Background: an optimization exercise with open tools, aiming at small area, a short achievable clock period and few clock cycles per item. Do not read the settings as production practice. No run shown here included a check of the RTL's function; only the layout flow was run. Power figures rest on the tool's default switching activity, not on a simulated workload.

## flow/design.v (module list and top-level ports; edited modules follow where they fit)
// module array_mul_top: 2121 lines
// module mul_fa: 4 lines
// module mul_ha: 4 lines
module array_mul_top (
   input  logic        clk,
   input  logic        arst_n,
   input  logic        in_valid,
   input  logic        para_mode,
   input  logic [15:0] a,
   input  logic [15:0] b,
   output logic        out_valid,
   output logic [31:0] p
);
  // ...
==> flow/run.sh <==
#!/bin/bash
# synth_recipe.tcl (not shown) runs the flow's synth.tcl, then flattens the netlist and writes it again
# the make line also repeats each setting of config.mk as NAME=value (left out here)
make -C /OpenROAD-flow-scripts/flow DESIGN_CONFIG=/design/flow/config.mk WORK_HOME=/design/flow/orfs CLKGATE_MAP_FILE= SYNTH_SCRIPT=/design/flow/synth_recipe.tcl finish
==> flow/config.mk <==
export PLATFORM = sky130hd
export DESIGN_NAME = array_mul_top
export DESIGN_NICKNAME = array_mul_top
export VERILOG_FILES = /design/flow/design.v
export SDC_FILE = /design/flow/constraint.sdc
export NUM_CORES = 4
export LEC_CHECK = 0
export CAP_MARGIN = 20
export CORE_MARGIN = 2
export CORE_UTILIZATION = 40
export SETUP_SLACK_MARGIN = 3.4
export SLEW_MARGIN = 20
export SYNTH_HIERARCHICAL = 1
export SYNTH_MINIMUM_KEEP_SIZE = 0
==> flow/constraint.sdc <==
create_clock -name core_clock -period 6.0 [get_ports {clk}]
set_input_delay 1.2000 -clock core_clock [delete_from_list [all_inputs] [get_ports {clk}]]
set_output_delay 1.2000 -clock core_clock [all_outputs]
set_load 0.01 [all_outputs]
==> flow_summary_export.csv, run 1 <==
group,metric,value,unit
routing,wl_met3,1500,um
cts,cts_tree,"yes",
worst_hold_path,hold_start,"sm4_q2",
outcome,status,"no timing/DRC/antenna violations",
layout,nNetsFinal,1276,
pwr,p_leak,5.23,nW
synth,ys_seq_elements,238,
cts,cts-buffers-inserted,26,
global_routing,globalRouteTotalUtil,0.173,
routing,ant_nets,0,
critical_path,path_cells,"fa_1, fa_1, fa_1, fa_1, ha_1",
synth,synth_warnings,7,
sta,hold_violations,0,
critical_path,rrSetupSlack,3.31,ns
synth,synth_xor_area_frac,0.0186,
pwr,seqPwrFrac,0.376,
floorplanning,initial_core_util,0.409,
pwr,power.total,6.08,mW
floorplanning,rows,62,
global_routing,grtUsageMet3,0.0273,
synth,yosysMostFrequentCell,"nand2_1",
floorplanning,core-area,28900,um^2
layout,mostFrequentLayoutCells,"dfxtp_1, nand2_1, fa_1",
global_routing,use_met2,0.289,
routing,topRoutingLayerUsed,"met4",
sta,slew_headroom,0.645,
==> run 2, diff against run 1 <==
--- a/flow/design.v
+++ b/flow/design.v
@@ -986,28 +986,28 @@
    logic fs81_q1;
    logic fs82_q1;
    logic fs83_q1;
    logic fc83_q1;
    logic fs84_q1;
    logic fc84_q1;
    logic fs85_q1;
    logic fc85_q1;
-   logic hc13_q2;
    logic fs95_q1;
    logic fs96_q1;
    logic fc96_q1;
    logic fs97_q1;
    logic fc97_q1;
    logic fs98_q1;
    logic fc98_q1;
-   logic fs102_q2;
    logic fc102_q2;
    logic fs103_q2;
    logic fc103_q2;
+   logic hs14_q2;
+   logic hc14_q2;
    logic fs106_q1;
    logic fs107_q1;
    logic fs108_q1;
    logic fc108_q1;
    logic fs109_q1;
    logic fc109_q1;
    logic fs110_q1;
    logic fc110_q1;
@@ -1071,25 +1071,18 @@
    logic fs194_q1;
    logic fc194_q1;
    logic p0_q1;
    logic p0_q2;
    logic p0_q3;
    logic p1_q1;
    logic p1_q2;
    logic p1_q3;
-   logic g2_q1;
-   logic g3_q1;
-   logic p3_q1;
-   logic g8_q2;
-   logic p8_q2;
    logic p9_q2;
-   logic g10_q2;
    logic p10_q2;
-   logic g11_q2;
    logic p11_q2;
    logic g12_q2;
    logic p12_q2;
    logic g13_q2;
    logic p13_q2;
    logic g14_q2;
    logic p14_q2;
    logic g15_q2;
@@ -1108,49 +1101,59 @@
    logic g28_q2;
    logic p28_q2;
    logic p28_q3;
    logic p29_q2;
    logic p29_q3;
    logic p30_q2;
    logic p30_q3;
    logic cg0_q1;
+   logic cg1_q1;
    logic cp1_q1;
    logic cg4_q2;
    logic cp4_q2;
+   logic cg5_q2;
+   logic cp5_q2;
    logic cg12_q2;
    logic cp12_q2;
    logic cg13_q2;
    logic cp13_q2;
    logic cg14_q2;
    logic cp14_q2;
-   logic cg16_q1;
+   logic cg20_q2;
    logic cp20_q2;
+   logic cp28_q2;
+   logic cp29_q2;
    logic cg30_q2;
    logic cp30_q2;
    logic cg35_q2;
+   logic cg48_q2;
+   logic cg49_q2;
    logic cg72_q3;
    logic cg73_q3;
    logic cg74_q3;
    logic cg75_q3;
    logic cg76_q3;
    logic cg77_q3;
+   logic cg78_q3;
    logic sm2_q1;
    logic sm2_q2;
    logic sm2_q3;
+   logic sm3_q1;
    logic sm3_q2;
    logic sm3_q3;
    logic sm4_q2;
    logic sm4_q3;
    logic sm5_q2;
    logic sm5_q3;
    logic sm6_q2;
    logic sm6_q3;
    logic sm7_q2;
    logic sm7_q3;
+   logic sm8_q2;
    logic sm8_q3;
    logic sm9_q3;
    logic sm10_q3;
    logic sm11_q3;
    logic sm12_q3;
    logic sm13_q3;
    logic sm14_q3;
    logic sm15_q3;
@@ -1158,17 +1161,16 @@
    logic sm17_q3;
    logic sm18_q3;
    logic sm19_q3;
    logic sm20_q3;
    logic sm21_q3;
    logic sm22_q3;
    logic sm23_q3;
    logic sm24_q3;
-   logic sm31_q3;
    assign pp_0_0 = ~(a0 & b0);
    assign pp_0_1 = ~(a1 & b0);
    assign pp_0_2 = ~(a2 & b0);
    assign pp_0_3 = ~(a3 & b0);
    assign pp_0_4 = ~(a4 & b0);
    assign pp_0_5 = ~(a5 & b0);
    assign pp_0_6 = ~(a6 & b0);
    assign pp_0_7 = ~(a7 & b0);
@@ -1533,17 +1535,17 @@
    mul_fa u_fa96 (.x(fc78), .y(fc79), .z(fc80), .s(fs96), .c(fc96));
    mul_fa u_fa97 (.x(fc81), .y(fc82), .z(fs91), .s(fs97), .c(fc97));
    mul_fa u_fa98 (.x(fs92), .y(fs93), .z(fs94), .s(fs98), .c(fc98));
    mul_fa u_fa99 (.x(fs95_q1), .y(fc83_q1), .z(fc84_q1), .s(fs99), .c(fc99));
    mul_fa u_fa100 (.x(fc85_q1), .y(fs96_q1), .z(fs97_q1), .s(fs100), .c(fc100));
    mul_fa u_fa101 (.x(fs98_q1), .y(fc86), .z(fc87), .s(fs101), .c(fc101));
    mul_fa u_fa102 (.x(fs99), .y(fs100), .z(fc88), .s(fs102), .c(fc102));
    mul_fa u_fa103 (.x(fc89), .y(fs101), .z(fc90), .s(fs103), .c(fc103));
-   mul_fa u_ha14 (.x(fs102_q2), .y(hc13_q2), .z(1'b1), .s(hs14), .c(hc14));
+   mul_fa u_ha14 (.x(fs102), .y(hc13), .z(1'b1), .s(hs14), .c(hc14));
    mul_fa u_fa104 (.x(pp_2_15), .y(pp_3_14), .z(pp_4_13), .s(fs104), .c(fc104));
    mul_fa u_fa105 (.x(pp_5_12), .y(pp_6_11), .z(pp_7_10), .s(fs105), .c(fc105));
    mul_fa u_fa106 (.x(pp_8_9), .y(pp_9_8), .z(pp_10_7), .s(fs106), .c(fc106));
    mul_fa u_fa107 (.x(pp_11_6), .y(pp_12_5), .z(pp_13_4), .s(fs107), .c(fc107));
    mul_fa u_fa108 (.x(pp_14_3), .y(pp_15_2), .z(fc91), .s(fs108), .c(fc108));
    mul_fa u_fa109 (.x(fc92), .y(fc93), .z(fc94), .s(fs109), .c(fc109));
    mul_fa u_fa110 (.x(fc95), .y(fs104), .z(fs105), .s(fs110), .c(fc110));
    mul_fa u_fa111 (.x(fs106_q1), .y(fs107_q1), .z(fc96_q1), .s(fs111), .c(fc111));
@@ -1656,20 +1658,20 @@
    assign g12 = hc9 & hs10;
    assign p12 = hc9 ^ hs10;
    assign g13 = hc10 & hs11;
    assign p13 = hc10 ^ hs11;
    assign g14 = hc11 & hs12;
    assign p14 = hc11 ^ hs12;
    assign g15 = hc12 & hs13;
    assign p15 = hc12 ^ hs13;
-   assign g16 = fs103_q2 & hs14;
-   assign p16 = fs103_q2 ^ hs14;
-   assign g17 = hc14 & fs116;
-   assign p17 = hc14 ^ fs116;
+   assign g16 = fs103_q2 & hs14_q2;
+   assign p16 = fs103_q2 ^ hs14_q2;
+   assign g17 = hc14_q2 & fs116;
+   assign p17 = hc14_q2 ^ fs116;
    assign g18 = fs128_q2 & fc116;
    assign p18 = fs128_q2 ^ fc116;
    assign g19 = fc128_q2 & fs139_q2;
    assign p19 = fc128_q2 ^ fs139_q2;
    assign g20 = fc139_q2 & fs149_q2;
    assign p20 = fc139_q2 ^ fs149_q2;
    assign g21 = fc149_q2 & fs158_q2;
    assign p21 = fc149_q2 ^ fs158_q2;
@@ -1687,26 +1689,26 @@
    assign p27 = fc188 ^ fs191;
    assign g28 = fs193 & fc191;
    assign p28 = fs193 ^ fc191;
    assign g29 = fs194_q1 & fc193;
    assign p29 = fs194_q1 ^ fc193;
    assign g30 = pp_15_15_q1 & fc194_q1;
    assign p30 = pp_15_15_q1 ^ fc194_q1;
    assign cg0 = g1 | p1;
-   assign cg1 = g3_q1 | (p3_q1 & g2_q1);
+   assign cg1 = g3 | (p3 & g2);
    assign cp1 = p3 & p2;
    assign cg2 = g5 | (p5 & g4);
    assign cp2 = p5 & p4;
    assign cg3 = g7 | (p7 & g6);
    assign cp3 = p7 & p6;
    assign cg4 = g9 | (p9 & g8);
    assign cp4 = p9 & p8;
-   assign cg5 = g11_q2 | (p11_q2 & g10_q2);
-   assign cp5 = p11_q2 & p10_q2;
+   assign cg5 = g11 | (p11 & g10);
+   assign cp5 = p11 & p10;
    assign cg6 = g13_q2 | (p13_q2 & g12_q2);
    assign cp6 = p13_q2 & p12_q2;
    assign cg7 = g15_q2 | (p15_q2 & g14_q2);
    assign cp7 = p15_q2 & p14_q2;
    assign cg8 = g17 | (p17 & g16);
    assign cp8 = p17 & p16;
    assign cg9 = g19 | (p19 & g18);
    assign cp9 = p19 & p18;
@@ -1716,41 +1718,41 @@
    assign cp11 = p23_q2 & p22;
    assign cg12 = g25 | (p25 & g24);
    assign cp12 = p25 & p24;
    assign cg13 = g27 | (p27 & g26);
    assign cp13 = p27 & p26;
    assign cg14 = g29 | (p29 & g28);
    assign cp14 = p29 & p28;
    assign cg16 = g2 | (p2 & cg0);
-   assign cg17 = cg1 | (cp1_q1 & cg0_q1);
+   assign cg17 = cg1_q1 | (cp1_q1 & cg0_q1);
    assign cg18 = g6 | (p6 & cg2);
    assign cp18 = p6 & cp2;
    assign cg19 = cg3 | (cp3 & cg2);
    assign cp19 = cp3 & cp2;
-   assign cg20 = g10_q2 | (p10_q2 & cg4_q2);
+   assign cg20 = g10 | (p10 & cg4);
    assign cp20 = p10 & cp4;
-   assign cg21 = cg5 | (cp5 & cg4_q2);
-   assign cp21 = cp5 & cp4_q2;
+   assign cg21 = cg5_q2 | (cp5_q2 & cg4_q2);
+   assign cp21 = cp5_q2 & cp4_q2;
    assign cg22 = g14_q2 | (p14_q2 & cg6);
    assign cp22 = p14_q2 & cp6;
    assign cg23 = cg7 | (cp7 & cg6);
    assign cp23 = cp7 & cp6;
    assign cg24 = g18 | (p18 & cg8);
    assign cp24 = p18 & cp8;
    assign cg25 = cg9 | (cp9 & cg8);
    assign cp25 = cp9 & cp8;
    assign cg26 = g22 | (p22 & cg10);
    assign cp26 = p22 & cp10;
    assign cg27 = cg11 | (cp11 & cg10);
    assign cp27 = cp11 & cp10;
    assign cg28 = g26_q2 | (p26_q2 & cg12_q2);
-   assign cp28 = p26_q2 & cp12_q2;
+   assign cp28 = p26 & cp12;
    assign cg29 = cg13_q2 | (cp13_q2 & cg12_q2);
-   assign cp29 = cp13_q2 & cp12_q2;
+   assign cp29 = cp13 & cp12;
    assign cg30 = g30 | (p30 & cg14);
    assign cp30 = p30 & cp14;
    assign cg32 = g4 | (p4 & cg17);
    assign cg33 = cg2 | (cp2 & cg17);
    assign cg34 = cg18 | (cp18 & cg17);
    assign cg35 = cg19 | (cp19 & cg17);
    assign cg36 = g12_q2 | (p12_q2 & cg21);
    assign cp36 = p12_q2 & cp21;
@@ -1764,37 +1766,37 @@
    assign cp40 = p20 & cp25;
    assign cg41 = cg10 | (cp10 & cg25);
    assign cp41 = cp10 & cp25;
    assign cg42 = cg26 | (cp26 & cg25);
    assign cp42 = cp26 & cp25;
    assign cg43 = cg27 | (cp27 & cg25);
    assign cp43 = cp27 & cp25;
    assign cg44 = g28_q2 | (p28_q2 & cg29);
-   assign cp44 = p28_q2 & cp29;
+   assign cp44 = p28_q2 & cp29_q2;
    assign cg45 = cg14_q2 | (cp14_q2 & cg29);
-   assign cp45 = cp14_q2 & cp29;
+   assign cp45 = cp14_q2 & cp29_q2;
    assign cg46 = cg30_q2 | (cp30_q2 & cg29);
-   assign cp46 = cp30_q2 & cp29;
-   assign cg48 = g8_q2 | (p8_q2 & cg35_q2);
-   assign cg49 = cg4_q2 | (cp4_q2 & cg35_q2);
-   assign cg50 = cg20 | (cp20_q2 & cg35_q2);
+   assign cp46 = cp30_q2 & cp29_q2;
+   assign cg48 = g8 | (p8 & cg35);
+   assign cg49 = cg4 | (cp4 & cg35);
+   assign cg50 = cg20_q2 | (cp20_q2 & cg35_q2);
    assign cg51 = cg21 | (cp21 & cg35_q2);
    assign cg52 = cg36 | (cp36 & cg35_q2);
    assign cg53 = cg37 | (cp37 & cg35_q2);
    assign cg54 = cg38 | (cp38 & cg35_q2);
    assign cg55 = cg39 | (cp39 & cg35_q2);
    assign cg56 = g24_q2 | (p24_q2 & cg43);
    assign cp56 = p24_q2 & cp43;
    assign cg57 = cg12_q2 | (cp12_q2 & cg43);
    assign cp57 = cp12_q2 & cp43;
-   assign cg58 = cg28 | (cp28 & cg43);
-   assign cp58 = cp28 & cp43;
-   assign cg59 = cg29 | (cp29 & cg43);
-   assign cp59 = cp29 & cp43;
+   assign cg58 = cg28 | (cp28_q2 & cg43);
+   assign cp58 = cp28_q2 & cp43;
+   assign cg59 = cg29 | (cp29_q2 & cg43);
+   assign cp59 = cp29_q2 & cp43;
    assign cg60 = cg44 | (cp44 & cg43);
    assign cp60 = cp44 & cp43;
    assign cg61 = cg45 | (cp45 & cg43);
    assign cp61 = cp45 & cp43;
    assign cg62 = cg46 | (cp46 & cg43);
    assign cp62 = cp46 & cp43;
    assign cg64 = g16 | (p16 & cg55);
    assign cg65 = cg8 | (cp8 & cg55);
@@ -1807,24 +1809,24 @@
    assign cg72 = cg56 | (cp56 & cg55);
    assign cg73 = cg57 | (cp57 & cg55);
    assign cg74 = cg58 | (cp58 & cg55);
    assign cg75 = cg59 | (cp59 & cg55);
    assign cg76 = cg60 | (cp60 & cg55);
    assign cg77 = cg61 | (cp61 & cg55);
    assign cg78 = cg62 | (cp62 & cg55);
    assign sm2 = ~(p2 ^ cg0);
-   assign sm3 = ~(p3_q1 ^ cg16_q1);
+   assign sm3 = ~(p3 ^ cg16);
    assign sm4 = ~(p4 ^ cg17);
    assign sm5 = ~(p5 ^ cg32);
    assign sm6 = ~(p6 ^ cg33);
    assign sm7 = ~(p7 ^ cg34);
-   assign sm8 = ~(p8_q2 ^ cg35_q2);
-   assign sm9 = ~(p9_q2 ^ cg48);
-   assign sm10 = ~(p10_q2 ^ cg49);
+   assign sm8 = ~(p8 ^ cg35);
+   assign sm9 = ~(p9_q2 ^ cg48_q2);
+   assign sm10 = ~(p10_q2 ^ cg49_q2);
    assign sm11 = ~(p11_q2 ^ cg50);
    assign sm12 = ~(p12_q2 ^ cg51);
    assign sm13 = ~(p13_q2 ^ cg52);
    assign sm14 = ~(p14_q2 ^ cg53);
    assign sm15 = ~(p15_q2 ^ cg54);
    assign sm16 = ~(p16 ^ cg55);
    assign sm17 = ~(p17 ^ cg64);
    assign sm18 = ~(p18 ^ cg65);
@@ -1835,17 +1837,17 @@
    assign sm23 = ~(p23_q2 ^ cg70);
    assign sm24 = ~(p24_q2 ^ cg71);
    assign sm25 = ~(p25_q3 ^ cg72_q3);
    assign sm26 = ~(p26_q3 ^ cg73_q3);
    assign sm27 = ~(p27_q3 ^ cg74_q3);
    assign sm28 = ~(p28_q3 ^ cg75_q3);
    assign sm29 = ~(p29_q3 ^ cg76_q3);
    assign sm30 = ~(p30_q3 ^ cg77_q3);
-   assign sm31 = ~cg78;
+   assign sm31 = ~cg78_q3;
    always_ff @(posedge clk) begin
       pp_15_15_q1 <= pp_15_15;
       fs2_q1 <= fs2;
       fc2_q1 <= fc2;
       hs2_q1 <= hs2;
       hc2_q1 <= hc2;
       fs5_q1 <= fs5;
       fc5_q1 <= fc5;
@@ -1899,28 +1901,28 @@
       fs81_q1 <= fs81;
       fs82_q1 <= fs82;
       fs83_q1 <= fs83;
       fc83_q1 <= fc83;
       fs84_q1 <= fs84;
       fc84_q1 <= fc84;
       fs85_q1 <= fs85;
       fc85_q1 <= fc85;
-      hc13_q2 <= hc13;
       fs95_q1 <= fs95;
       fs96_q1 <= fs96;
       fc96_q1 <= fc96;
       fs97_q1 <= fs97;
       fc97_q1 <= fc97;
       fs98_q1 <= fs98;
       fc98_q1 <= fc98;
-      fs102_q2 <= fs102;
       fc102_q2 <= fc102;
       fs103_q2 <= fs103;
       fc103_q2 <= fc103;
+      hs14_q2 <= hs14;
+      hc14_q2 <= hc14;
       fs106_q1 <= fs106;
       fs107_q1 <= fs107;
       fs108_q1 <= fs108;
       fc108_q1 <= fc108;
       fs109_q1 <= fs109;
       fc109_q1 <= fc109;
       fs110_q1 <= fs110;
       fc110_q1 <= fc110;
@@ -1984,25 +1986,18 @@
       fs194_q1 <= fs194;
       fc194_q1 <= fc194;
       p0_q1 <= p0;
       p0_q2 <= p0_q1;
       p0_q3 <= p0_q2;
       p1_q1 <= p1;
       p1_q2 <= p1_q1;
       p1_q3 <= p1_q2;
-      g2_q1 <= g2;
-      g3_q1 <= g3;
-      p3_q1 <= p3;
-      g8_q2 <= g8;
-      p8_q2 <= p8;
       p9_q2 <= p9;
-      g10_q2 <= g10;
       p10_q2 <= p10;
-      g11_q2 <= g11;
       p11_q2 <= p11;
       g12_q2 <= g12;
       p12_q2 <= p12;
       g13_q2 <= g13;
       p13_q2 <= p13;
       g14_q2 <= g14;
       p14_q2 <= p14;
       g15_q2 <= g15;
@@ -2021,67 +2016,76 @@
       g28_q2 <= g28;
       p28_q2 <= p28;
       p28_q3 <= p28_q2;
       p29_q2 <= p29;
       p29_q3 <= p29_q2;
       p30_q2 <= p30;
       p30_q3 <= p30_q2;
       cg0_q1 <= cg0;
+      cg1_q1 <= cg1;
       cp1_q1 <= cp1;
       cg4_q2 <= cg4;
       cp4_q2 <= cp4;
+      cg5_q2 <= cg5;
+      cp5_q2 <= cp5;
       cg12_q2 <= cg12;
       cp12_q2 <= cp12;
       cg13_q2 <= cg13;
       cp13_q2 <= cp13;
       cg14_q2 <= cg14;
       cp14_q2 <= cp14;
-      cg16_q1 <= cg16;
+      cg20_q2 <= cg20;
       cp20_q2 <= cp20;
+      cp28_q2 <= cp28;
+      cp29_q2 <= cp29;
       cg30_q2 <= cg30;
       cp30_q2 <= cp30;
       cg35_q2 <= cg35;
+      cg48_q2 <= cg48;
+      cg49_q2 <= cg49;
       cg72_q3 <= cg72;
       cg73_q3 <= cg73;
       cg74_q3 <= cg74;
       cg75_q3 <= cg75;
       cg76_q3 <= cg76;
       cg77_q3 <= cg77;
+      cg78_q3 <= cg78;
       sm2_q1 <= sm2;
       sm2_q2 <= sm2_q1;
       sm2_q3 <= sm2_q2;
-      sm3_q2 <= sm3;
+      sm3_q1 <= sm3;
+      sm3_q2 <= sm3_q1;
       sm3_q3 <= sm3_q2;
       sm4_q2 <= sm4;
       sm4_q3 <= sm4_q2;
       sm5_q2 <= sm5;
       sm5_q3 <= sm5_q2;
       sm6_q2 <= sm6;
       sm6_q3 <= sm6_q2;
       sm7_q2 <= sm7;
       sm7_q3 <= sm7_q2;
-      sm8_q3 <= sm8;
+      sm8_q2 <= sm8;
+      sm8_q3 <= sm8_q2;
       sm9_q3 <= sm9;
       sm10_q3 <= sm10;
       sm11_q3 <= sm11;
       sm12_q3 <= sm12;
       sm13_q3 <= sm13;
       sm14_q3 <= sm14;
       sm15_q3 <= sm15;
       sm16_q3 <= sm16;
       sm17_q3 <= sm17;
       sm18_q3 <= sm18;
       sm19_q3 <= sm19;
       sm20_q3 <= sm20;
       sm21_q3 <= sm21;
       sm22_q3 <= sm22;
       sm23_q3 <= sm23;
       sm24_q3 <= sm24;
-      sm31_q3 <= sm31;
    end
    logic [2:0] vld;
    always_ff @(posedge clk or negedge arst_n) begin
       if (!arst_n) begin
          vld <= '0;
       end else begin
          vld <= {vld[1:0], in_valid};
       end
@@ -2113,17 +2117,17 @@
    assign p[23] = sm23_q3;
    assign p[24] = sm24_q3;
    assign p[25] = sm25;
    assign p[26] = sm26;
    assign p[27] = sm27;
    assign p[28] = sm28;
    assign p[29] = sm29;
    assign p[30] = sm30;
-   assign p[31] = sm31_q3;
+   assign p[31] = sm31;
 endmodule
 module mul_fa (input logic x, y, z, output logic s, c);
    assign s = x ^ y ^ z;
    assign c = (x & y) | (x & z) | (y & z);
 endmodule
 module mul_ha (input logic x, y, output logic s, c);
    assign s = x ^ y;
    assign c = x & y;
==> flow_summary_export.csv, run 2 <==
group,metric,value,unit
outcome,status,"no timing/DRC/antenna violations",
sta,slew_viol_final,0,
floorplanning,num_io_pins,69,
routing,via_count,6782,
critical_path,slowest_stage,"fa_1",
placement,dp_hpwl,17700,um
sta,min_period,2.83,ns
synth,synthArstFlopShare,0.0125,
synth,yosys-top-cells-area,"dfxtp_1, fa_1, nand2_1, ha_1, buf_4",
cts,clock_path_buffers,3,
critical_path,crit_type,"reg2reg",
sta,fin_crit_sh,0.471,
layout,drive_gt1_frac,0.220,
cts,htreeDepth,1,
cts,clkTransAtPathRegs,0.06,ns
critical_path,cp.required,6.46,ns
routing,wl_per_cell,17.5,um
synth,synth_warnings,7,
layout,nNetsFinal,1290,
routing,drc,0,
floorplanning,core-area,28900,um^2
placement,io_buffer_count,68,
pwr,ir_worst_vdd,0.226,mV
sta,final.setup_skew,0.0153,ns
cts,clock_sinks,240,
pwr,switching_share,0.320,
routing,wl_met2,11400,um
global_routing,grt_pass1_wl,40400,um
critical_path,cp_max_fo,1,
synth,synth_edf_count,0,
global_routing,antenna_found_initial,0,
sta,worst_pin_slew,0.542,ns
cts,cts-buffers-inserted,26,
routing,topRoutingLayerUsed,"met4",
sta,fmax,354,MHz
routing,wl_met1,11100,um
critical_path,rrSetupSlack,3.17,ns
cts,cts_tree,"yes",
layout,areaGrowthSynthToFinish,19.6,%
critical_path,slowest_delay,0.56,ns
pwr,power.total,6.58,mW
synth,ys_seq_elements,240,
synth,yosys_most_used_dff,"dfxtp_1",
layout,multi_input_area,7020,um^2
synth,yosysSeqAreaShare,0.408,
routing,first_pass_iters,5,
critical_path,start_kind,"flip-flop",
routing,wl_met3,1690,um
synth,syn_avg_cell_area,12.1,um^2
routing,ant_nets,0,
pwr,p_per_area,465,nW/um^2
job,drv_cap,0,
layout,antenna_cells,0,
critical_path,critical_path.most_common_cell,"fa_1",
cts,clock_latency,0.53,ns
layout,largest_register_ffs,3,
pwr,cellInternalPower,4.47,mW
critical_path,path_cells,"fa_1, fa_1, fa_1, fa_2, fa_2",
worst_hold_path,hold_path_class,"reg2reg",
global_routing,globalRouteTotalUtil,0.167,
synth,yosysMostFrequentCell,"nand2_1",
synth,synth_commonest_cells,"nand2_1, dfxtp_1, fa_1",
layout,final_common_cell,"nand2_1",
pwr,clkPwrFrac,0.258,
routing,first_iter_violations,355,
sta,tns,0,ns
synth,synth_top_area_frac,0.401,
synth,synth_cell_type_count,36,
floorplanning,die_y,176,um
layout,top_register,"vld",
pwr,seqPwrFrac,0.352,
critical_path,endpoint_kind,"flip-flop",
pwr,combPwrFrac,0.390,
critical_path,cp_data_arrival_time,3.29,ns
layout,register_area,4830,um^2
placement,place.gp.congestion,0.818,
sta,slew_headroom,0.639,
synth,synth_top_area_cell,"dfxtp_1",
cts,cts_root_buffer,"clkbuf_16",
floorplanning,dieArea,31000,um^2
layout,mostFrequentLayoutCells,"nand2_1, dfxtp_1, fa_1",
routing,avgViaCountPerCell,4.80,
sta,hold_violations,0,
global_routing,grt_max_degree,17,
sta,finalSetupViolations,0,
pwr,p_leak,5.22,nW
layout,n_fill_cell,2571,
floorplanning,rows,62,
floorplanning,initial_core_util,0.409,
floorplanning,die_width,176,um
synth,netlist_instances,974,
global_routing,gr-total-overflow,0,
pwr,p_sw,2.11,mW
global_routing,grt_pass1_vias,7862,
routing,wirelength,24800,um
synth,syn_area,11800,um^2
sta,rsz0062_at_grt,"true",
## run 2: cell types whose count changed in the layout (fill, tap and decap cells not counted), sizes merged, moves of 3 or more
cell | before | now
nor3 | 5 | 2
o21ai | 3 | 11
a221o | 0 | 3
nand2 | 255 | 260
dlymetal6s2s | 13 | 7
xnor2 | 12 | 15
a21oi | 9 | 14
clkinv | 4 | 1
buf | 25 | 36
clkdlybuf4s50 | 12 | 18
inv | 11 | 15
xor2 | 13 | 7
a31oi | 3 | 0
nor2 | 9 | 4
## run 2: what timing repair did
action,4_1_cts,5_1_grt
pin swaps,21,25
buffers inserted,12,8
hold buffers,0,0
setup endpoints to repair,150,53
gates resized for setup,169,63
## run 2: kinds of logic after synthesis
kind of cell / count (synthesis) / synth area share
flops: 240 / 0.408
buf+inv: 108 / 0.0444
fa+ha+maj: 244 / 0.394
simple gates: 307 / 0.107
xor+xnor: 22 / 0.0163
other cells: 1 / 0.000317
compound gates: 52 / 0.0308
## run 2: final cells by class
type,instances,area share
multi-input cells,640,0.497
flip-flops and latches,240,0.342
repair buffers,89,0.0584
clock buffers,35,0.0527
well taps,384,0.0340
clock inverters,12,0.0127
inverters,13,0.00345
## run 2: power by group through the flow
stage / logic (mW) / clock network (mW) / registers, mW
6_report: 2.57 / 1.70 / 2.31
2_1_floorplan: 1.72 / 0 / 2.29
3_5_place_dp: 2.26 / 0 / 2.35
4_1_cts: 2.38 / 1.74 / 2.32
5_1_grt: 2.95 / 1.81 / 2.36
3_3_place_gp: 2.23 / 0 / 2.34
## run 2: layer usage
layer  global-route usage  vias to the layer above
met1                0.224                     3512
met2                0.274                      212
met5                    0                        -
met4               0.0479                        0
met3               0.0390                       41
li1                     -                     3017
## run 2: through the flow
stage / hold WS, ns / utilization / std cells / setup slack [ns] / area (um^2)
after floorplan: 0.310 / - / 988 / 3.23 / 12500
after global placement: 0.310 / 0.441 / 1346 / 1.99 / 12800
after detailed placement: 0.312 / 0.441 / 1346 / 1.93 / 12800
after CTS: 0.326 / 0.485 / 1405 / 3.10 / 14000
after global routing: 0.331 / 0.489 / 1413 / 3.10 / 14100
final: 0.325 / 0.489 / 1413 / 3.17 / 14100
## run 2: worst paths after layout
path                                end  startpoint  cells after the start
worst max-delay path            hs14_q2     fs82_q1                      5
max in group asynchronous        vld[1]      arst_n                      1
min in group asynchronous        vld[0]      arst_n                      1
worst max register to register  hs14_q2     fs82_q1                      5
worst min register to register   p27_q3      p27_q2                      0
worst min-delay path             p27_q3      p27_q2                      0
## run 2: critical path, delay by kind of cell (launching register included)
| kind | cells | cell delay (ns) |
|---|---|---|
| flops | 1 | 0.32 |
| fa+ha+maj | 5 | 2.45 |
## run 2: Yosys stat by module (local to each module, per instance)
| module | area [um^2] | copies in the design |
|---|---|---|
| array_mul_top | 7620 | 1 |
| mul_fa | 20.0 | 210 |

static timing again, ports no longer ideal:
The flow's constraints put no driver on any port. The routed layouts listed below were extracted and timed again, unchanged, in two steps. Step 1: set_driving_cell puts a clkbuf_16 on clk and a buf_2 on each other input, an assumption about the parent block. Step 2 adds t to the input delays and takes it off the output delays; t is the mean of the earliest and latest rising clock arrival at the registers after step 1. Input paths then give back, and output paths get back, about the clock's delay inside the block. a / b / c = ideal ports / drivers / drivers and shift; a / b = the first two.
run	t, ns	slack for setup (ns)	hold WS [ns]	worst setup path after step 2	cell pins on the clock port's net
run 1	0.568	3.308 / 3.308 / 2.883	0.319 / 0.319 / 0.319	input to register	1
run 2	0.566	3.173 / 3.173 / 2.900	0.325 / 0.325 / 0.325	input to register	1
After both steps setup and hold are still met in every run listed. The setup slack of run 1, which loses most, moves by 0.000 ns with the drivers and by -0.425 ns with both steps.
